Background: an optimization exercise with open tools, aiming at small area and a short achievable clock period. Do not read the settings as production practice.
The RTL was checked by simulation tests, not by an equivalence proof against the original design.
No activity file was given, so power comes from the tool's default toggle rates.

old:
==> flow/design.v (excerpt) <==
module rvDatapath #(
  parameter int                         MEM_WORDS = 64,
  parameter logic [rvCorePkg::XLEN-1:0] RESET_PC  = '0
) (
  input  logic                       clk,
  input  logic                       rst,
  input  logic [rvCorePkg::XLEN-1:0] ins,
  input  logic [2:0]                 aluOp,
  input  logic                       aluSrc,     
  input  logic                       memRead,
  input  logic                       memWrite,
  input  logic                       memToReg,   
  input  logic                       regWrite,
  input  logic                       branch,
  input  logic                       jump,
  output logic [rvCorePkg::XLEN-1:0] pc,
  output logic [rvCorePkg::XLEN-1:0] aluResult,
  output logic                       zero,
  output logic [rvCorePkg::XLEN-1:0] wbData
);
For scale: ~7800 cells after synthesis, roughly 140 I/O pins, ~130000 um^2 of cells after synthesis.
Settings: LEC_CHECK=0, CAP_MARGIN=10, CELL_PAD_IN_SITES_DETAIL_PLACEMENT=1, CELL_PAD_IN_SITES_GLOBAL_PLACEMENT=2, CORE_MARGIN=2, CORE_UTILIZATION=35, GPL_TIMING_DRIVEN=0, PLACE_DENSITY=0.45, SETUP_SLACK_MARGIN=2.0, SLEW_MARGIN=10, SYNTH_HIERARCHICAL=1; clock period 12.5 ns.
standard.sh (not shown) runs the stock make flow with config.mk's settings and CLKGATE_MAP_FILE= SYNTH_SCRIPT=/design/flow/synth_recipe.tcl, a recipe that flattens the netlist after the stock synthesis.
==> flow/flow/run.sh <==
#!/bin/bash
# Standard layout with three changes, set through the ORFS variables the
# standard scripts read:
# - plain buf_4 port buffers in place of the delay buffers picked by default
# - clock tree from clkbuf_8 with no dummy loads, sinks clustered by 16
set -euo pipefail
export BUFFER_PORTS_ARGS="-buffer_cell sky130_fd_sc_hd__buf_4"
export CTS_ARGS="-sink_clustering_enable -repair_clock_nets -dont_use_dummy_load -buf_list sky130_fd_sc_hd__clkbuf_8 -sink_clustering_size 16 -sink_clustering_max_diameter 50"
bash standard.sh finish > make_finish.log 2>&1
Input-level comparison between new and old:
-- flow/design.v --
<<< old, line 209
      selOr #(.N(8)) u2 (.d(col[8*g+7:8*g]), .s(sel2[8*g+7:8*g]), .y(part2[g]));
    end
    logic [1:0] half1N;
    logic [1:0] half2N;
    nor2Cell u1_h0 (.a(part1[0]), .b(part1[1]), .y(half1N[0]));
    nor2Cell u1_h1 (.a(part1[2]), .b(part1[3]), .y(half1N[1]));
    nor2Cell u2_h0 (.a(part2[0]), .b(part2[1]), .y(half2N[0]));
    nor2Cell u2_h1 (.a(part2[2]), .b(part2[3]), .y(half2N[1]));
    nand2Cell u1_f (.a(half1N[0]), .b(half1N[1]), .y(rd1[b]));
    nand2Cell u2_f (.a(half2N[0]), .b(half2N[1]), .y(rd2[b]));
  end
endmodule
>>> new, line 209
      selOr #(.N(8)) u2 (.d(col[8*g+7:8*g]), .s(sel2[8*g+7:8*g]), .y(part2[g]));
    end
    assign rd1[b] = |part1;
    assign rd2[b] = |part2;
  end
endmodule
<<< old, line 227
);
  assign y = |(d & s);
endmodule
module nor2Cell (
  input  logic a,
  input  logic b,
  output logic y
);
  assign y = ~(a | b);
endmodule
module nand2Cell (
  input  logic a,
  input  logic b,
  output logic y
);
  assign y = ~(a & b);
endmodule
`default_nettype wire
>>> new, line 221
);
  assign y = |(d & s);
endmodule
`default_nettype wire
<<< old, line 383
      selOr #(.N(8)) u (.d(col[8*g+7:8*g]), .s(rdSel[8*g+7:8*g]), .y(part[g]));
    end
    logic [3:0] q4N;
    logic [1:0] q2;
    logic       q1N;
    for (genvar g = 0; g < 4; g++) begin : g_l1
      nor2Cell u (.a(part[2*g]), .b(part[2*g+1]), .y(q4N[g]));
    end
    for (genvar g = 0; g < 2; g++) begin : g_l2
      nand2Cell u (.a(q4N[2*g]), .b(q4N[2*g+1]), .y(q2[g]));
    end
    nor2Cell u_l3 (.a(q2[0]), .b(q2[1]), .y(q1N));
    assign memOut[b] = ~q1N;
  end
  assign wdGated = wd & {XLEN{~rst}};
>>> new, line 363
      selOr #(.N(8)) u (.d(col[8*g+7:8*g]), .s(rdSel[8*g+7:8*g]), .y(part[g]));
    end
    assign memOut[b] = |part;
  end
  assign wdGated = wd & {XLEN{~rst}};
Taking old as the reference, in new top fanout value on the critical path grew by 3, met3 layer wire length in the routed design increased by 1700 um relative to the old numbers, via count decreased 468, setup slack after layout went down 0.43 ns, power went down. Global-route wire length before repair (new over old): decrease, about 0.7%. A master of the slowest instance on the critical path of sky130_fd_sc_hd__a2111o_1 is what old shows, while sky130_fd_sc_hd__or4_4 belongs to new. In the reports for old and new, the larger sequential share of layout area belongs to new. On clock network contribution to total cell area, old and new are basically level. From old to new the numbers moved as follows: final wirelength down about 1.6%; part of the power in registers up 0.4 points; count of placed standard cells in the final layout, fillers left out down 299. The standard cells in new occupy less silicon area than those in old do. Summary — worst reg-to-reg path cell count, new relative to old: lower, by 5. met1 global-route usage ended up 1.5 points higher on new than on old.

* * *

The RTL this note starts from:
==> flow/design.v <==
`default_nettype none
package rvCorePkg;
  localparam int XLEN       = 32;   
  localparam int REG_ADDR_W = 5;    
  localparam logic [2:0] ALU_AND = 3'b000;
  localparam logic [2:0] ALU_OR  = 3'b001;
  localparam logic [2:0] ALU_ADD = 3'b010;
  localparam logic [2:0] ALU_SUB = 3'b110;
  localparam logic [2:0] ALU_SLT = 3'b111;
  localparam int OPC_STORE_BIT = 5;
  typedef union packed {
    struct packed {
      logic [11:0]           imm12;    
      logic [REG_ADDR_W-1:0] rs1;
      logic [2:0]            funct3;
      logic [REG_ADDR_W-1:0] rd;
      logic [6:0]            opcode;
    } iView;
    struct packed {
      logic [6:0]            immHi;    
      logic [REG_ADDR_W-1:0] rs2;
      logic [REG_ADDR_W-1:0] rs1;
      logic [2:0]            funct3;
      logic [4:0]            immLo;    
      logic [6:0]            opcode;
    } sView;
    struct packed {
      logic                  sign;     
      logic [5:0]            imm10to5;
      logic [REG_ADDR_W-1:0] rs2;
      logic [REG_ADDR_W-1:0] rs1;
      logic [2:0]            funct3;
      logic [3:0]            imm4to1;
      logic                  imm11;    
      logic [6:0]            opcode;
    } bView;
    struct packed {
      logic                  sign;     
      logic [9:0]            imm10to1;
      logic                  imm11;
      logic [7:0]            imm19to12;
      logic [REG_ADDR_W-1:0] rd;
      logic [6:0]            opcode;
    } jView;
  } insnWordT;
endpackage
`default_nettype wire
`timescale 1ns/1ps
`default_nettype none
import rvCorePkg::*;
module aluUnit (
  input  logic [rvCorePkg::XLEN-1:0] a,
  input  logic [rvCorePkg::XLEN-1:0] b,
  input  logic [2:0]                 aluOp,
  output logic [rvCorePkg::XLEN-1:0] result,
  output logic                       zero
);
  logic            subtract;   
  logic [XLEN-1:0] bOperand;   
  logic [XLEN-1:0] sum;        
  logic            signsDiffer;
  logic            lessThan;
  assign subtract = aluOp[2];
  assign bOperand = subtract ? ~b : b;
  assign sum      = a + bOperand + {{(XLEN-1){1'b0}}, subtract};
  assign signsDiffer = a[XLEN-1] ^ b[XLEN-1];
  assign lessThan    = signsDiffer ? a[XLEN-1] : sum[XLEN-1];
  always_comb begin
    case (aluOp)
      ALU_AND: result = a & b;
      ALU_OR:  result = a | b;
      ALU_ADD: result = sum;
      ALU_SUB: result = sum;   
      ALU_SLT: result = {{(XLEN-1){1'b0}}, lessThan};
      default: result = '0;    
    endcase
  end
  assign zero = ~|result;
endmodule
`default_nettype wire
`timescale 1ns/1ps
`default_nettype none
import rvCorePkg::*;
module immGen (
  input  rvCorePkg::insnWordT        ins,
  output logic [rvCorePkg::XLEN-1:0] immOut,
  output logic [rvCorePkg::XLEN-1:0] branchOff,
  output logic [rvCorePkg::XLEN-1:0] jumpOff
);
  logic [XLEN-1:0] iImm;      
  logic [XLEN-1:0] sImm;      
  logic            isStore;
  assign iImm = {{(XLEN-12){ins.iView.imm12[11]}}, ins.iView.imm12};
  assign sImm = {{(XLEN-12){ins.sView.immHi[6]}},
                 ins.sView.immHi,
                 ins.sView.immLo};
  assign isStore = ins.iView.opcode[OPC_STORE_BIT];
  assign immOut  = isStore ? sImm : iImm;
  assign branchOff = {{(XLEN-13){ins.bView.sign}},
                      ins.bView.sign,
                      ins.bView.imm11,       
                      ins.bView.imm10to5,
                      ins.bView.imm4to1,
                      1'b0};
  assign jumpOff = {{(XLEN-21){ins.jView.sign}},
                    ins.jView.sign,
                    ins.jView.imm19to12,
                    ins.jView.imm11,         
                    ins.jView.imm10to1,
                    1'b0};
endmodule
`default_nettype wire
`timescale 1ns/1ps
`default_nettype none
import rvCorePkg::*;
module regFile (
  input  logic                       clk,
  input  logic                       rst,
  input  logic                       regWrite,
  input  rvCorePkg::insnWordT        ins,
  input  logic [rvCorePkg::XLEN-1:0] wd,
  output logic [rvCorePkg::XLEN-1:0] rd1,
  output logic [rvCorePkg::XLEN-1:0] rd2
);
  localparam int NUM_REGS = 1 << REG_ADDR_W;
  logic [XLEN-1:0]       regs [NUM_REGS];
  logic [REG_ADDR_W-1:0] rs1Idx;
  logic [REG_ADDR_W-1:0] rs2Idx;
  logic [REG_ADDR_W-1:0] rdIdx;
  assign rs1Idx = ins.iView.rs1;
  assign rs2Idx = ins.sView.rs2;
  assign rdIdx  = ins.iView.rd;
  assign rd1 = regs[rs1Idx];
  assign rd2 = regs[rs2Idx];
  always_ff @(posedge clk) begin
    if (rst) begin
      for (int i = 0; i < NUM_REGS; i++) begin
        regs[i] <= '0;
      end
    end else if (regWrite && rdIdx != '0) begin   
      regs[rdIdx] <= wd;
    end
  end
endmodule
`default_nettype wire
`timescale 1ns/1ps
`default_nettype none
import rvCorePkg::*;
module fetchUnit #(
  parameter logic [rvCorePkg::XLEN-1:0] RESET_PC = '0
) (
  input  logic                       clk,
  input  logic                       rst,
  input  logic                       branch,
  input  logic                       jump,
  input  logic                       zero,
  input  logic [rvCorePkg::XLEN-1:0] branchOff,
  input  logic [rvCorePkg::XLEN-1:0] jumpOff,
  output logic [rvCorePkg::XLEN-1:0] pc
);
  logic            takeBranch;
  logic [XLEN-1:0] pcOffset;    
  logic [XLEN-1:0] nextPc;
  assign takeBranch = branch && zero;
  always_comb begin
    if (jump) begin
      pcOffset = jumpOff;
    end else if (takeBranch) begin
      pcOffset = branchOff;
    end else begin
      pcOffset = XLEN'(4);   
    end
  end
  assign nextPc = pc + pcOffset;
  always_ff @(posedge clk) begin
    if (rst) begin
      pc <= RESET_PC;
    end else begin
      pc <= nextPc;
    end
  end
endmodule
`default_nettype wire
`timescale 1ns/1ps
`default_nettype none
import rvCorePkg::*;
module dataMem #(
  parameter int MEM_WORDS = 64
) (
  input  logic                       clk,
  input  logic                       rst,
  input  logic                       memRead,
  input  logic                       memWrite,
  input  logic [rvCorePkg::XLEN-1:0] addr,
  input  logic [rvCorePkg::XLEN-1:0] wd,
  output logic [rvCorePkg::XLEN-1:0] memOut
);
  localparam int IDX_W = $clog2(MEM_WORDS);
  logic [XLEN-1:0]  mem [MEM_WORDS];
  logic [IDX_W-1:0] wordIdx;
  assign wordIdx = IDX_W'((addr >> 2) % MEM_WORDS);
  assign memOut = memRead ? mem[wordIdx] : '0;
  always_ff @(posedge clk) begin
    if (rst) begin
      for (int i = 0; i < MEM_WORDS; i++) begin
        mem[i] <= '0;
      end
    end else if (memWrite) begin
      mem[wordIdx] <= wd;
    end
  end
endmodule
`default_nettype wire
`timescale 1ns/1ps
`default_nettype none
import rvCorePkg::*;
module rvDatapath #(
  parameter int                         MEM_WORDS = 64,
  parameter logic [rvCorePkg::XLEN-1:0] RESET_PC  = '0
) (
  input  logic                       clk,
  input  logic                       rst,
  input  logic [rvCorePkg::XLEN-1:0] ins,
  input  logic [2:0]                 aluOp,
  input  logic                       aluSrc,     
  input  logic                       memRead,
  input  logic                       memWrite,
  input  logic                       memToReg,   
  input  logic                       regWrite,
  input  logic                       branch,
  input  logic                       jump,
  output logic [rvCorePkg::XLEN-1:0] pc,
  output logic [rvCorePkg::XLEN-1:0] aluResult,
  output logic                       zero,
  output logic [rvCorePkg::XLEN-1:0] wbData
);
  logic [XLEN-1:0] rd1;
  logic [XLEN-1:0] rd2;
  logic [XLEN-1:0] immOut;
  logic [XLEN-1:0] branchOff;
  logic [XLEN-1:0] jumpOff;
  logic [XLEN-1:0] aluB;      
  logic [XLEN-1:0] memOut;
  rvCorePkg::insnWordT insW;      
  assign insW = ins;
  fetchUnit #(.RESET_PC(RESET_PC)) fetch_i (
    .clk       (clk),
    .rst       (rst),
    .branch    (branch),
    .jump      (jump),
    .zero      (zero),
    .branchOff (branchOff),
    .jumpOff   (jumpOff),
    .pc        (pc)
  );
  regFile regs_i (
    .clk      (clk),
    .rst      (rst),
    .regWrite (regWrite),
    .ins      (insW),
    .wd       (wbData),   
    .rd1      (rd1),
    .rd2      (rd2)
  );
  immGen imm_i (
    .ins       (insW),
    .immOut    (immOut),
    .branchOff (branchOff),
    .jumpOff   (jumpOff)
  );
  assign aluB = aluSrc ? immOut : rd2;
  aluUnit alu_i (
    .a      (rd1),
    .b      (aluB),
    .aluOp  (aluOp),
    .result (aluResult),
    .zero   (zero)
  );
  dataMem #(.MEM_WORDS(MEM_WORDS)) dmem_i (
    .clk      (clk),
    .rst      (rst),
    .memRead  (memRead),
    .memWrite (memWrite),
    .addr     (aluResult),
    .wd       (rd2),
    .memOut   (memOut)
  );
  assign wbData = memToReg ? memOut : aluResult;
endmodule
`default_nettype wire
make LEC_CHECK=0 CAP_MARGIN=20 CELL_PAD_IN_SITES_DETAIL_PLACEMENT=1 CELL_PAD_IN_SITES_GLOBAL_PLACEMENT=2 CORE_MARGIN=2 CORE_UTILIZATION=30 PLACE_DENSITY=0.4 SETUP_SLACK_MARGIN=0.3 SLEW_MARGIN=20 finish   # period 12.5 ns
run.sh (not shown) runs the stock make flow with config.mk's settings and CLKGATE_MAP_FILE= SYNTH_SCRIPT=/design/flow/synth_recipe.tcl, a recipe that flattens the netlist after the stock synthesis.
Stock flow here: none of the scripts above is used.
The first run produced a clean layout.
Next try:
--- a/flow/design.v
+++ b/flow/design.v
@@ -127,20 +127,23 @@
   logic [REG_ADDR_W-1:0] rs1Idx;
   logic [REG_ADDR_W-1:0] rs2Idx;
   logic [REG_ADDR_W-1:0] rdIdx;
+  logic [XLEN-1:0]       wdGated;   
   assign rs1Idx = ins.iView.rs1;
   assign rs2Idx = ins.sView.rs2;
   assign rdIdx  = ins.iView.rd;
+  assign wdGated = wd & {XLEN{~rst}};
+  assign regs[0] = '0;
+  for (genvar i = 1; i < NUM_REGS; i++) begin : g_reg
+    logic wrEn;
+    assign wrEn = rst | (regWrite && rdIdx == REG_ADDR_W'(i));
+    always_ff @(posedge clk) begin
+      if (wrEn) begin
+        regs[i] <= wdGated;
+      end
+    end
+  end
   assign rd1 = regs[rs1Idx];
   assign rd2 = regs[rs2Idx];
-  always_ff @(posedge clk) begin
-    if (rst) begin
-      for (int i = 0; i < NUM_REGS; i++) begin
-        regs[i] <= '0;
-      end
-    end else if (regWrite && rdIdx != '0) begin   
-      regs[rdIdx] <= wd;
-    end
-  end
 endmodule
 `default_nettype wire
 `timescale 1ns/1ps
@@ -198,15 +201,17 @@
   localparam int IDX_W = $clog2(MEM_WORDS);
   logic [XLEN-1:0]  mem [MEM_WORDS];
   logic [IDX_W-1:0] wordIdx;
-  assign wordIdx = IDX_W'((addr >> 2) % MEM_WORDS);
+  logic [XLEN-1:0]  wdGated;   
+  assign wordIdx = addr[IDX_W+1:2];
   assign memOut = memRead ? mem[wordIdx] : '0;
-  always_ff @(posedge clk) begin
-    if (rst) begin
-      for (int i = 0; i < MEM_WORDS; i++) begin
-        mem[i] <= '0;
+  assign wdGated = wd & {XLEN{~rst}};
+  for (genvar i = 0; i < MEM_WORDS; i++) begin : g_word
+    logic wrEn;
+    assign wrEn = rst | (memWrite && wordIdx == IDX_W'(i));
+    always_ff @(posedge clk) begin
+      if (wrEn) begin
+        mem[i] <= wdGated;
       end
-    end else if (memWrite) begin
-      mem[wordIdx] <= wd;
     end
   end
 endmodule
After rerunning:
- die area decreases by about a fifth
- final cell count is lower by about a fifth
- count of clock-buffer cells in the layout goes down by 39
- worst setup slack gets better by 0.013 ns
- power came out lower by a few percent
- routed wire length goes down by a little under a tenth
- sequential cell count drops by 32
- global-route usage rises by 3.0 points
- combinational power decreases by a quarter to a third
- clock power drops by a few percent
- final area shrinks by roughly a tenth

-- separate check: timing with driven ports --
The flow's constraints put no driver on any port. The routed layouts listed below were extracted and timed again, unchanged, in two steps.
Step 1 (the two cells are an assumption about what drives the block):
set clk [get_ports {clk}]
set_driving_cell -lib_cell sky130_fd_sc_hd__clkbuf_16 $clk
set_driving_cell -lib_cell sky130_fd_sc_hd__buf_2 [delete_from_list [all_inputs] $clk]
Step 2 adds t to the input delays and takes it off the output delays; t is the mean of the earliest and latest rising clock arrival at the registers after step 1. Input paths then give back, and output paths get back, about the clock's delay inside the block.
Three values: no drivers, after step 1, after step 2; two values: the first two.
run	t, ns	setup WS [ns]	hold slack, ns	worst data-port slew with drivers (ns)
old	1.191	1.728 / 1.612 / 1.612	0.581 / 0.581 / 0.581	1.10
new	1.169	1.303 / 1.138 / 1.138	0.489 / 0.489 / 0.489	1.45
the first run of note 2	1.137	0.297 / 0.267 / -0.055	0.605 / 0.605 / 0.605	0.12
the second run of note 2	1.099	0.310 / 0.265 / -0.547	0.625 / 0.625 / 0.625	0.08
With both steps, setup timing fails in the first run of note 2 and the second run of note 2, where it was met with ideal ports. The setup slack of the second run of note 2, which loses most, moves by -0.045 ns with the drivers and by -0.857 ns with both steps.
